From an optimization exercise on the open Yosys and OpenROAD flow, aimed at small area, a short achievable clock period and few clock cycles per item; shortcuts taken in it are not production practice. Power is estimated from default activity; no workload was simulated.

==> job 6881 <==
==> flow/design.v <==
`default_nettype none
package zmips_pkg;
    localparam int XLEN     = 32;    
    localparam int REG_AW   = 5;     
    localparam int NUM_REGS = 32;
    localparam int IMM_W    = 26;    
    localparam int PC_STEP  = 4;     
    localparam logic [1:0] FMT_I = 2'b10;
    localparam logic [1:0] FMT_J = 2'b11;
    localparam logic [1:0] CC_Z      = 2'd0;
    localparam logic [1:0] CC_C      = 2'd1;
    localparam logic [1:0] CC_N      = 2'd2;
    localparam logic [1:0] CC_ALWAYS = 2'd3;
    localparam logic [XLEN-1:0] NOP_WORD = '0;
    typedef logic [3:0] alu_op_t;
    localparam alu_op_t ALU_PASS = 4'b0000;
    localparam alu_op_t ALU_AND  = 4'b0001;
    localparam alu_op_t ALU_OR   = 4'b0010;
    localparam alu_op_t ALU_XOR  = 4'b0011;
    localparam alu_op_t ALU_ADD  = 4'b0100;
    localparam alu_op_t ALU_SUB  = 4'b0101;
    localparam alu_op_t ALU_SLL  = 4'b1000;
    localparam alu_op_t ALU_SRL  = 4'b1010;
    localparam alu_op_t ALU_SRA  = 4'b1011;
    typedef union packed {
        struct packed {
            logic [5:0]        op;       
            logic [REG_AW-1:0] rs;
            logic [REG_AW-1:0] rt;
            logic [REG_AW-1:0] rd;
            logic [REG_AW-1:0] shamt;
            logic [5:0]        funct;    
        } r_fmt;
        struct packed {
            logic [3:0]       op;        
            logic [1:0]       cc;
            logic [IMM_W-1:0] imm;
        } i_fmt;
        struct packed {
            logic [1:0]      op;
            logic [XLEN-3:0] addr;       
        } j_fmt;
    } instr_u;
endpackage
`default_nettype wire
`default_nettype none
import zmips_pkg::*;
module zmips_fetch
(
    input  logic            clk,
    input  logic            rst,
    input  zmips_pkg::instr_u          w,              
    input  logic [2:0]      ex_wr_flags,    
    input  logic [2:0]      live,           
    input  logic [2:0]      flags,          
    output logic [XLEN-1:0] i_addr
);
    logic [XLEN-3:0] pc, seq_pc, br_pc, other_pc;
    logic            is_b, is_j, always_b, sense;
    logic            use_live, live_f, stored_f;
    assign is_j     = (w.j_fmt.op == FMT_J);
    assign is_b     = (w.j_fmt.op == FMT_I);
    assign always_b = (w.i_fmt.cc == CC_ALWAYS);
    assign sense    = w.i_fmt.op[1];                    
    always_comb
    begin
        case (w.i_fmt.cc)
            CC_Z:    begin use_live = ex_wr_flags[0]; live_f = live[0]; stored_f = flags[0]; end
            CC_C:    begin use_live = ex_wr_flags[1]; live_f = live[1]; stored_f = flags[1]; end
            CC_N:    begin use_live = ex_wr_flags[2]; live_f = live[2]; stored_f = flags[2]; end
            default: begin use_live = 1'b0;           live_f = 1'b0;    stored_f = 1'b0;     end
        endcase
    end
    assign seq_pc = pc + 1'b1;
    assign br_pc  = pc + {{(XLEN-2-IMM_W){w.i_fmt.imm[IMM_W-1]}}, w.i_fmt.imm} + 1'b1;
    assign other_pc = is_j ? w.j_fmt.addr
                    : (is_b && (always_b || stored_f == sense)) ? br_pc
                    : seq_pc;
    always_ff @(posedge clk)
    begin
        if (rst)
            pc <= '0;
        else if (is_b && use_live)
            pc <= (live_f == sense) ? br_pc : seq_pc;
        else
            pc <= other_pc;
    end
    assign i_addr = {pc, 2'b00};
endmodule
`default_nettype wire
`default_nettype none
import zmips_pkg::*;
module zmips_control
(
    input  zmips_pkg::instr_u          w,
    output logic            use_imm,
    output logic            wr_reg,
    output logic            store,
    output logic [2:0]      wr_flags,      
    output logic            sel_add,
    output logic            sel_and,
    output logic            sel_or,
    output logic            sel_xor,
    output logic            sel_sll,
    output logic            sel_srl,
    output logic            sel_pass,
    output logic            sub,
    output logic            sra,
    output logic            cin_one,       
    output logic [REG_AW-1:0] dest
);
    logic    is_r;
    zmips_pkg::alu_op_t op;
    assign is_r    = ~w.j_fmt.op[1];
    assign use_imm = w.r_fmt.op[4];                        
    assign op      = use_imm ? ALU_PASS : {w.r_fmt.op[0], w.r_fmt.funct[5:3]};
    assign wr_reg   = is_r & w.r_fmt.op[2];                        
    assign store    = is_r & w.r_fmt.op[3] & ~w.r_fmt.op[2];       
    assign wr_flags = is_r ? w.r_fmt.funct[2:0] : 3'b000;
    assign dest     = use_imm ? '0 : w.r_fmt.rd;
    assign sel_add  = (op == ALU_ADD) || (op == ALU_SUB);
    assign sel_and  = (op == ALU_AND);
    assign sel_or   = (op == ALU_OR);
    assign sel_xor  = (op == ALU_XOR);
    assign sel_sll  = (op == ALU_SLL);
    assign sel_srl  = (op == ALU_SRL) || (op == ALU_SRA);
    assign sel_pass = ~(sel_add | sel_and | sel_or | sel_xor | sel_sll | sel_srl);
    assign sub      = (op == ALU_SUB);
    assign sra      = (op == ALU_SRA);
    assign cin_one  = sub & ~w.r_fmt.op[2];
endmodule
`default_nettype wire
`default_nettype none
import zmips_pkg::*;
module zmips_regfile
(
    input  logic              clk,
    input  logic [REG_AW-1:0] rs_addr,
    input  logic [REG_AW-1:0] rt_addr,
    input  logic [REG_AW-1:0] wr_addr,
    input  logic [XLEN-1:0]   wr_data,
    input  logic              wr,
    output logic [XLEN-1:0]   rs_data,
    output logic [XLEN-1:0]   rt_data
);
    logic [NUM_REGS-1:0][XLEN-1:0] regs;    
    always_ff @(posedge clk)
    begin
        for (int k = 0; k < NUM_REGS; k++)
        begin
            if (wr && wr_addr == REG_AW'(k))
                regs[k] <= wr_data;
        end
    end
    logic [NUM_REGS-1:0] rs_sel, rt_sel;
    assign rs_sel = NUM_REGS'(1) << rs_addr;
    assign rt_sel = NUM_REGS'(1) << rt_addr;
    always_comb
    begin
        rs_data = '0;
        rt_data = '0;
        for (int k = 0; k < NUM_REGS; k++)
        begin
            rs_data = rs_data | ({XLEN{rs_sel[k]}} & regs[k]);
            rt_data = rt_data | ({XLEN{rt_sel[k]}} & regs[k]);
        end
    end
endmodule
`default_nettype wire
`default_nettype none
import zmips_pkg::*;
module zmips_alu
(
    input  logic [XLEN-1:0]   a,
    input  logic [XLEN-1:0]   b,            
    input  logic              sel_add,      
    input  logic              sel_and,
    input  logic              sel_or,
    input  logic              sel_xor,
    input  logic              sel_sll,
    input  logic              sel_srl,      
    input  logic              sel_pass,     
    input  logic              sra,          
    input  logic [REG_AW-1:0] shamt,
    input  logic              cin,
    output logic [XLEN-1:0]   y,
    output logic              zero,
    output logic              cout
);
    logic [XLEN:0]   sum;
    logic [XLEN-1:0] shl, shr, y_log;
    logic [XLEN-1:0] p, k;
    assign sum = {1'b0, a} + {1'b0, b} + {{XLEN{1'b0}}, cin};
    assign shl = a << shamt;
    assign shr = XLEN'($signed({sra & a[XLEN-1], a}) >>> shamt);
    assign y_log = ({XLEN{sel_and}}  & (a & b))
                 | ({XLEN{sel_or}}   & (a | b))
                 | ({XLEN{sel_xor}}  & (a ^ b))
                 | ({XLEN{sel_sll}}  & shl)
                 | ({XLEN{sel_srl}}  & shr)
                 | ({XLEN{sel_pass}} & a);
    assign y = sel_add ? sum[XLEN-1:0] : y_log;
    assign p    = a ^ b;
    assign k    = {a[XLEN-2:0] | b[XLEN-2:0], cin};
    assign zero = (sel_add  & (p == k))
                | (sel_and  & ((a & b) == '0))
                | (sel_or   & ((a | b) == '0))
                | (sel_xor  & (a == b))
                | (sel_sll  & ((a & ({XLEN{1'b1}} >> shamt)) == '0))
                | (sel_srl  & ((a & ({XLEN{1'b1}} << shamt)) == '0) & ~(sra & a[XLEN-1]))
                | (sel_pass & (a == '0));
    assign cout = sel_add & sum[XLEN];
endmodule
`default_nettype wire
`default_nettype none
import zmips_pkg::*;
module zmips_execute
(
    input  logic              clk,
    input  logic              rst,
    input  zmips_pkg::instr_u            w,             
    input  logic [XLEN-1:0]   rs_data,
    input  logic [XLEN-1:0]   rt_data,
    input  logic              f_use_imm,
    input  logic              f_wr_reg,
    input  logic              f_store,
    input  logic [2:0]        f_wr_flags,
    input  logic              f_sel_add,
    input  logic              f_sel_and,
    input  logic              f_sel_or,
    input  logic              f_sel_xor,
    input  logic              f_sel_sll,
    input  logic              f_sel_srl,
    input  logic              f_sel_pass,
    input  logic              f_sub,
    input  logic              f_sra,
    input  logic              f_cin_one,
    input  logic [REG_AW-1:0] f_dest,
    output logic [2:0]        ex_wr_flags,   
    output logic [2:0]        live,          
    output logic [2:0]        flags,         
    output logic [REG_AW-1:0] wb_addr,
    output logic [XLEN-1:0]   wb_data,
    output logic              wb_wr,
    output logic [XLEN-1:0]   d_addr,
    output logic [XLEN-1:0]   d_wdata,
    output logic              d_wr
);
    logic [XLEN-1:0]   ex_a, ex_b;           
    logic [XLEN-1:0]   alu_a, alu_b;
    logic [REG_AW-1:0] ex_dest, ex_shamt;
    logic              ex_wr_reg, ex_store;
    logic              ex_sel_add, ex_sel_and, ex_sel_or, ex_sel_xor;
    logic              ex_sel_sll, ex_sel_srl, ex_sel_pass, ex_sub, ex_sra, ex_cin_one;
    logic [XLEN-1:0]   y;
    logic              cout, cin, y_z;
    logic              byp_a, byp_b;         
    always_ff @(posedge clk)
    begin
        byp_a       <= ex_wr_reg && ex_dest == w.r_fmt.rs && !f_use_imm;
        byp_b       <= ex_wr_reg && ex_dest == w.r_fmt.rt;
        ex_a        <= f_use_imm ? {{(XLEN-IMM_W){w.i_fmt.imm[IMM_W-1]}}, w.i_fmt.imm} : rs_data;
        ex_b        <= f_sub ? ~rt_data : rt_data;
        ex_dest     <= f_dest;
        ex_shamt    <= w.r_fmt.shamt;
        ex_sel_add  <= f_sel_add;
        ex_sel_and  <= f_sel_and;
        ex_sel_or   <= f_sel_or;
        ex_sel_xor  <= f_sel_xor;
        ex_sel_sll  <= f_sel_sll;
        ex_sel_srl  <= f_sel_srl;
        ex_sel_pass <= f_sel_pass;
        ex_sub      <= f_sub;
        ex_sra      <= f_sra;
        ex_cin_one  <= f_cin_one;
    end
    assign alu_a = byp_a ? d_addr : ex_a;
    assign alu_b = byp_b ? (ex_sub ? ~d_addr : d_addr) : ex_b;
    always_ff @(posedge clk)
    begin
        if (rst)
        begin
            ex_wr_reg   <= 1'b0;
            ex_store    <= 1'b0;
            ex_wr_flags <= 3'b000;
        end
        else
        begin
            ex_wr_reg   <= f_wr_reg;
            ex_store    <= f_store;
            ex_wr_flags <= f_wr_flags;
        end
    end
    assign cin = ex_cin_one | flags[1];
    zmips_alu u_alu (
        .a        (alu_a),
        .b        (alu_b),
        .sel_add  (ex_sel_add),
        .sel_and  (ex_sel_and),
        .sel_or   (ex_sel_or),
        .sel_xor  (ex_sel_xor),
        .sel_sll  (ex_sel_sll),
        .sel_srl  (ex_sel_srl),
        .sel_pass (ex_sel_pass),
        .sra      (ex_sra),
        .shamt    (ex_shamt),
        .cin      (cin),
        .y        (y),
        .zero     (y_z),
        .cout     (cout)
    );
    assign live = {y[XLEN-1], cout, y_z};
    always_ff @(posedge clk)
    begin
        if (rst)
            flags <= 3'b000;
        else
            for (int i = 0; i < 3; i++)
                if (ex_wr_flags[i]) flags[i] <= live[i];
    end
    assign wb_addr = ex_dest;
    assign wb_data = y;
    assign wb_wr   = ex_wr_reg;
    always_ff @(posedge clk)
    begin
        if (rst)
            d_wr <= 1'b0;
        else
            d_wr <= ex_store;
        d_addr  <= y;
        d_wdata <= ex_sub ? ~alu_b : alu_b;
    end
endmodule
`default_nettype wire
`default_nettype none
import zmips_pkg::*;
module zmips_top
(
    input  logic            clk,
    input  logic            rst,
    input  logic [XLEN-1:0] i_data,
    output logic [XLEN-1:0] i_addr,
    output logic [XLEN-1:0] d_addr,
    output logic [XLEN-1:0] d_wdata,
    output logic            d_wr
);
    zmips_pkg::instr_u            w;
    logic [XLEN-1:0]   rs_data, rt_data;
    logic              use_imm, wr_reg, store, sel_add, sel_and, sel_or, sel_xor;
    logic              sel_sll, sel_srl, sel_pass, sub, sra, cin_one;
    logic [2:0]        wr_flags;
    logic [REG_AW-1:0] dest;
    logic [2:0]        ex_wr_flags, live, flags;
    logic [REG_AW-1:0] wb_addr;
    logic [XLEN-1:0]   wb_data;
    logic              wb_wr;
    assign w = i_data;
    zmips_fetch u_fetch (
        .clk, .rst, .w, .ex_wr_flags, .live, .flags, .i_addr
    );
    zmips_control u_control (
        .w, .use_imm, .wr_reg, .store, .wr_flags,
        .sel_add, .sel_and, .sel_or, .sel_xor, .sel_sll, .sel_srl, .sel_pass,
        .sub, .sra, .cin_one, .dest
    );
    zmips_regfile u_regfile (
        .clk,
        .rs_addr (w.r_fmt.rs),
        .rt_addr (w.r_fmt.rt),
        .wr_addr (wb_addr),
        .wr_data (wb_data),
        .wr      (wb_wr),
        .rs_data, .rt_data
    );
    zmips_execute u_execute (
        .clk, .rst, .w, .rs_data, .rt_data,
        .f_use_imm (use_imm), .f_wr_reg (wr_reg), .f_store (store), .f_wr_flags (wr_flags),
        .f_sel_add (sel_add), .f_sel_and (sel_and), .f_sel_or (sel_or), .f_sel_xor (sel_xor),
        .f_sel_sll (sel_sll), .f_sel_srl (sel_srl), .f_sel_pass (sel_pass),
        .f_sub (sub), .f_sra (sra), .f_cin_one (cin_one), .f_dest (dest),
        .ex_wr_flags, .live, .flags, .wb_addr, .wb_data, .wb_wr, .d_addr, .d_wdata, .d_wr
    );
endmodule
`default_nettype wire
==> flow/flow/run.sh <==
#!/bin/bash
# Standard layout (the standard.sh, standard synthesis) with these changes:
# - the resizer may pick any cell of the same function (not only the same
#   footprint), and the port buffers are plain buffers, not delay cells.
set -e
bash standard.sh SETUP_SLACK_MARGIN=6.5 MATCH_CELL_FOOTPRINT=0 \
    "BUFFER_PORTS_ARGS=-buffer_cell sky130_fd_sc_hd__buf_2" finish > standard_run.log 2>&1
==> flow/standard.sh <==
#!/bin/bash
# synth_recipe.tcl (not shown) runs the flow's synth.tcl, then flattens the netlist and writes it again
# the make line also repeats each setting of config.mk as NAME=value (left out here)
make -C /OpenROAD-flow-scripts/flow DESIGN_CONFIG=/design/flow/config.mk WORK_HOME=/design/flow/orfs CLKGATE_MAP_FILE= SYNTH_SCRIPT=/design/flow/synth_recipe.tcl "${@:-finish}"
==> flow/config.mk <==
export PLATFORM = sky130hd
export DESIGN_NAME = zmips_top
export DESIGN_NICKNAME = zmips_top
export VERILOG_FILES = /design/flow/design.v
export SDC_FILE = /design/flow/constraint.sdc
export NUM_CORES = 4
export LEC_CHECK = 0
export CAP_MARGIN = 20
export CORE_MARGIN = 2
export CORE_UTILIZATION = 40
export SLEW_MARGIN = 20
==> flow/constraint.sdc <==
create_clock -name core_clock -period 10.5 [get_ports {clk}]
set_input_delay 2.1000 -clock core_clock [delete_from_list [all_inputs] [get_ports {clk}]]
set_output_delay 2.1000 -clock core_clock [all_outputs]
set_load 0.01 [all_outputs]
==> job 9653 (differences from job 6881) <==
==> flow/design.v, changed modules only <==
module zmips_regfile
(
    input  logic              clk,
    input  logic [REG_AW-1:0] rs_addr,
    input  logic [REG_AW-1:0] rt_addr,
    input  logic [REG_AW-1:0] wr_addr,
    input  logic [XLEN-1:0]   wr_data,
    input  logic              wr,
    output logic [XLEN-1:0]   rs_data,
    output logic [XLEN-1:0]   rt_data
);
    logic [NUM_REGS-1:0][XLEN-1:0] regs;    
    always_ff @(posedge clk)
    begin
        for (int k = 0; k < NUM_REGS; k++)
        begin
            if (wr && wr_addr == REG_AW'(k))
                regs[k] <= wr_data;
        end
    end
    assign rs_data = regs[rs_addr];
    assign rt_data = regs[rt_addr];
endmodule
module zmips_alu
(
    input  logic [XLEN-1:0]   a,
    input  logic [XLEN-1:0]   b,            
    input  logic              sel_add,      
    input  logic              sel_and,
    input  logic              sel_or,
    input  logic              sel_xor,
    input  logic              sel_sll,
    input  logic              sel_srl,      
    input  logic              sel_pass,     
    input  logic              sra,          
    input  logic [REG_AW-1:0] shamt,
    input  logic              cin,
    output logic [XLEN-1:0]   y,
    output logic              zero,
    output logic              cout
);
    logic [XLEN:0]   sum;
    logic [XLEN-1:0] shl, shr, y_log;
    logic [XLEN-1:0] p, k;
    assign sum = {1'b0, a} + {1'b0, b} + {{XLEN{1'b0}}, cin};
    assign shl = a << shamt;
    assign shr = XLEN'($signed({sra & a[XLEN-1], a}) >>> shamt);
    assign y_log = ({XLEN{sel_and}}  & (a & b))
                 | ({XLEN{sel_or}}   & (a | b))
                 | ({XLEN{sel_xor}}  & (a ^ b))
                 | ({XLEN{sel_sll}}  & shl)
                 | ({XLEN{sel_srl}}  & shr)
                 | ({XLEN{sel_pass}} & a);
    assign y = sel_add ? sum[XLEN-1:0] : y_log;
    assign p    = a ^ b;
    assign k    = {a[XLEN-2:0] | b[XLEN-2:0], cin};
    assign zero = sel_add ? (p == k) : (y_log == '0);
    assign cout = sel_add & sum[XLEN];
endmodule
module zmips_execute
(
    input  logic              clk,
    input  logic              rst,
    input  zmips_pkg::instr_u            w,             
    input  logic [XLEN-1:0]   rs_data,
    input  logic [XLEN-1:0]   rt_data,
    input  logic              f_use_imm,
    input  logic              f_wr_reg,
    input  logic              f_store,
    input  logic [2:0]        f_wr_flags,
    input  logic              f_sel_add,
    input  logic              f_sel_and,
    input  logic              f_sel_or,
    input  logic              f_sel_xor,
    input  logic              f_sel_sll,
    input  logic              f_sel_srl,
    input  logic              f_sel_pass,
    input  logic              f_sub,
    input  logic              f_sra,
    input  logic              f_cin_one,
    input  logic [REG_AW-1:0] f_dest,
    output logic [2:0]        ex_wr_flags,   
    output logic [2:0]        live,          
    output logic [2:0]        flags,         
    output logic [REG_AW-1:0] wb_addr,
    output logic [XLEN-1:0]   wb_data,
    output logic              wb_wr,
    output logic [XLEN-1:0]   d_addr,
    output logic [XLEN-1:0]   d_wdata,
    output logic              d_wr
);
    logic [XLEN-1:0]   ex_a, ex_b;           
    logic [XLEN-1:0]   b_fwd;
    logic [REG_AW-1:0] ex_dest, ex_shamt;
    logic              ex_wr_reg, ex_store;
    logic              ex_sel_add, ex_sel_and, ex_sel_or, ex_sel_xor;
    logic              ex_sel_sll, ex_sel_srl, ex_sel_pass, ex_sub, ex_sra, ex_cin_one;
    logic [XLEN-1:0]   y;
    logic              cout, cin, y_z;
    logic              byp_a, byp_b;
    assign byp_a = ex_wr_reg && ex_dest == w.r_fmt.rs;
    assign byp_b = ex_wr_reg && ex_dest == w.r_fmt.rt;
    assign b_fwd = byp_b ? y : rt_data;
    always_ff @(posedge clk)
    begin
        if (f_use_imm)
            ex_a <= {{(XLEN-IMM_W){w.i_fmt.imm[IMM_W-1]}}, w.i_fmt.imm};
        else if (byp_a)
            ex_a <= y;
        else
            ex_a <= rs_data;
        ex_b        <= f_sub ? ~b_fwd : b_fwd;
        ex_dest     <= f_dest;
        ex_shamt    <= w.r_fmt.shamt;
        ex_sel_add  <= f_sel_add;
        ex_sel_and  <= f_sel_and;
        ex_sel_or   <= f_sel_or;
        ex_sel_xor  <= f_sel_xor;
        ex_sel_sll  <= f_sel_sll;
        ex_sel_srl  <= f_sel_srl;
        ex_sel_pass <= f_sel_pass;
        ex_sub      <= f_sub;
        ex_sra      <= f_sra;
        ex_cin_one  <= f_cin_one;
    end
    always_ff @(posedge clk)
    begin
        if (rst)
        begin
            ex_wr_reg   <= 1'b0;
            ex_store    <= 1'b0;
            ex_wr_flags <= 3'b000;
        end
        else
        begin
            ex_wr_reg   <= f_wr_reg;
            ex_store    <= f_store;
            ex_wr_flags <= f_wr_flags;
        end
    end
    assign cin = ex_cin_one | flags[1];
    zmips_alu u_alu (
        .a        (ex_a),
        .b        (ex_b),
        .sel_add  (ex_sel_add),
        .sel_and  (ex_sel_and),
        .sel_or   (ex_sel_or),
        .sel_xor  (ex_sel_xor),
        .sel_sll  (ex_sel_sll),
        .sel_srl  (ex_sel_srl),
        .sel_pass (ex_sel_pass),
        .sra      (ex_sra),
        .shamt    (ex_shamt),
        .cin      (cin),
        .y        (y),
        .zero     (y_z),
        .cout     (cout)
    );
    assign live = {y[XLEN-1], cout, y_z};
    always_ff @(posedge clk)
    begin
        if (rst)
            flags <= 3'b000;
        else
            for (int i = 0; i < 3; i++)
                if (ex_wr_flags[i]) flags[i] <= live[i];
    end
    assign wb_addr = ex_dest;
    assign wb_data = y;
    assign wb_wr   = ex_wr_reg;
    always_ff @(posedge clk)
    begin
        if (rst)
            d_wr <= 1'b0;
        else
            d_wr <= ex_store;
        d_addr  <= y;
        d_wdata <= ex_sub ? ~ex_b : ex_b;
    end
endmodule
==> flow/run.sh (new file) <==
#!/bin/bash
# synth_recipe.tcl (not shown) runs the flow's synth.tcl, then flattens the netlist and writes it again
# the make line also repeats each setting of config.mk as NAME=value (left out here)
make -C /OpenROAD-flow-scripts/flow DESIGN_CONFIG=/design/flow/config.mk WORK_HOME=/design/flow/orfs CLKGATE_MAP_FILE= SYNTH_SCRIPT=/design/flow/synth_recipe.tcl finish
removed: flow/flow/run.sh
removed: flow/standard.sh
==> comparison <==
Sequential power is about the same in job 6881 and job 9653. In job 9653 the non-clock buffer count is lower than in job 6881, by 256. In job 9653 the critical path depth is lower than in job 6881, by 6. Maximum frequency: job 6881 is larger than job 9653 (35%). Of job 6881 and job 9653, job 6881 has the higher worst hold slack (gap 1.0 ps). Between job 6881 and job 9653, the lower total power is in job 9653 (gap about 3.2%, measured against job 9653). Between job 9653 and job 6881, the lower sequential cell count is in job 9653 (gap 2). Worst setup slack: job 6881 is higher than job 9653 (1600 ps). Job 6881 finished with timing, DRC and antenna clean. Job 9653 completed with no timing, DRC or antenna violations. In job 9653 the routed wire length is smaller than in job 6881, by 33%.
No run of this note included a check of the RTL's function; only the layout flow was run.

-- separate check: timing with driven ports --
No port has a modelled driver above. Below, the same layouts with a new extraction and two added sets of constraints.
Step 1, drivers: a clkbuf_16 drives clk and a buf_2 each remaining input, both assumed.
Step 2 adds t to the input delays and takes it off the output delays; t is the mean of the earliest and latest rising clock arrival at the registers after step 1. Input paths then give back, and output paths get back, about the clock's delay inside the block.
Three values: ideal, step 1, step 2; two values: the first two.
run	shift t [ns]	setup slack, ns	clock arrival spread, ns	cell pins on the clock port's net
job 6881	0.860	5.949 / 5.949 / 5.346	0.059 / 0.060	1
job 9653	0.853	4.348 / 4.348 / 4.088	0.049 / 0.050	1
After both steps setup and hold are still met in every run listed. The setup slack of job 6881, which loses most, moves by 0.000 ns with the drivers and by -0.603 ns with both steps.
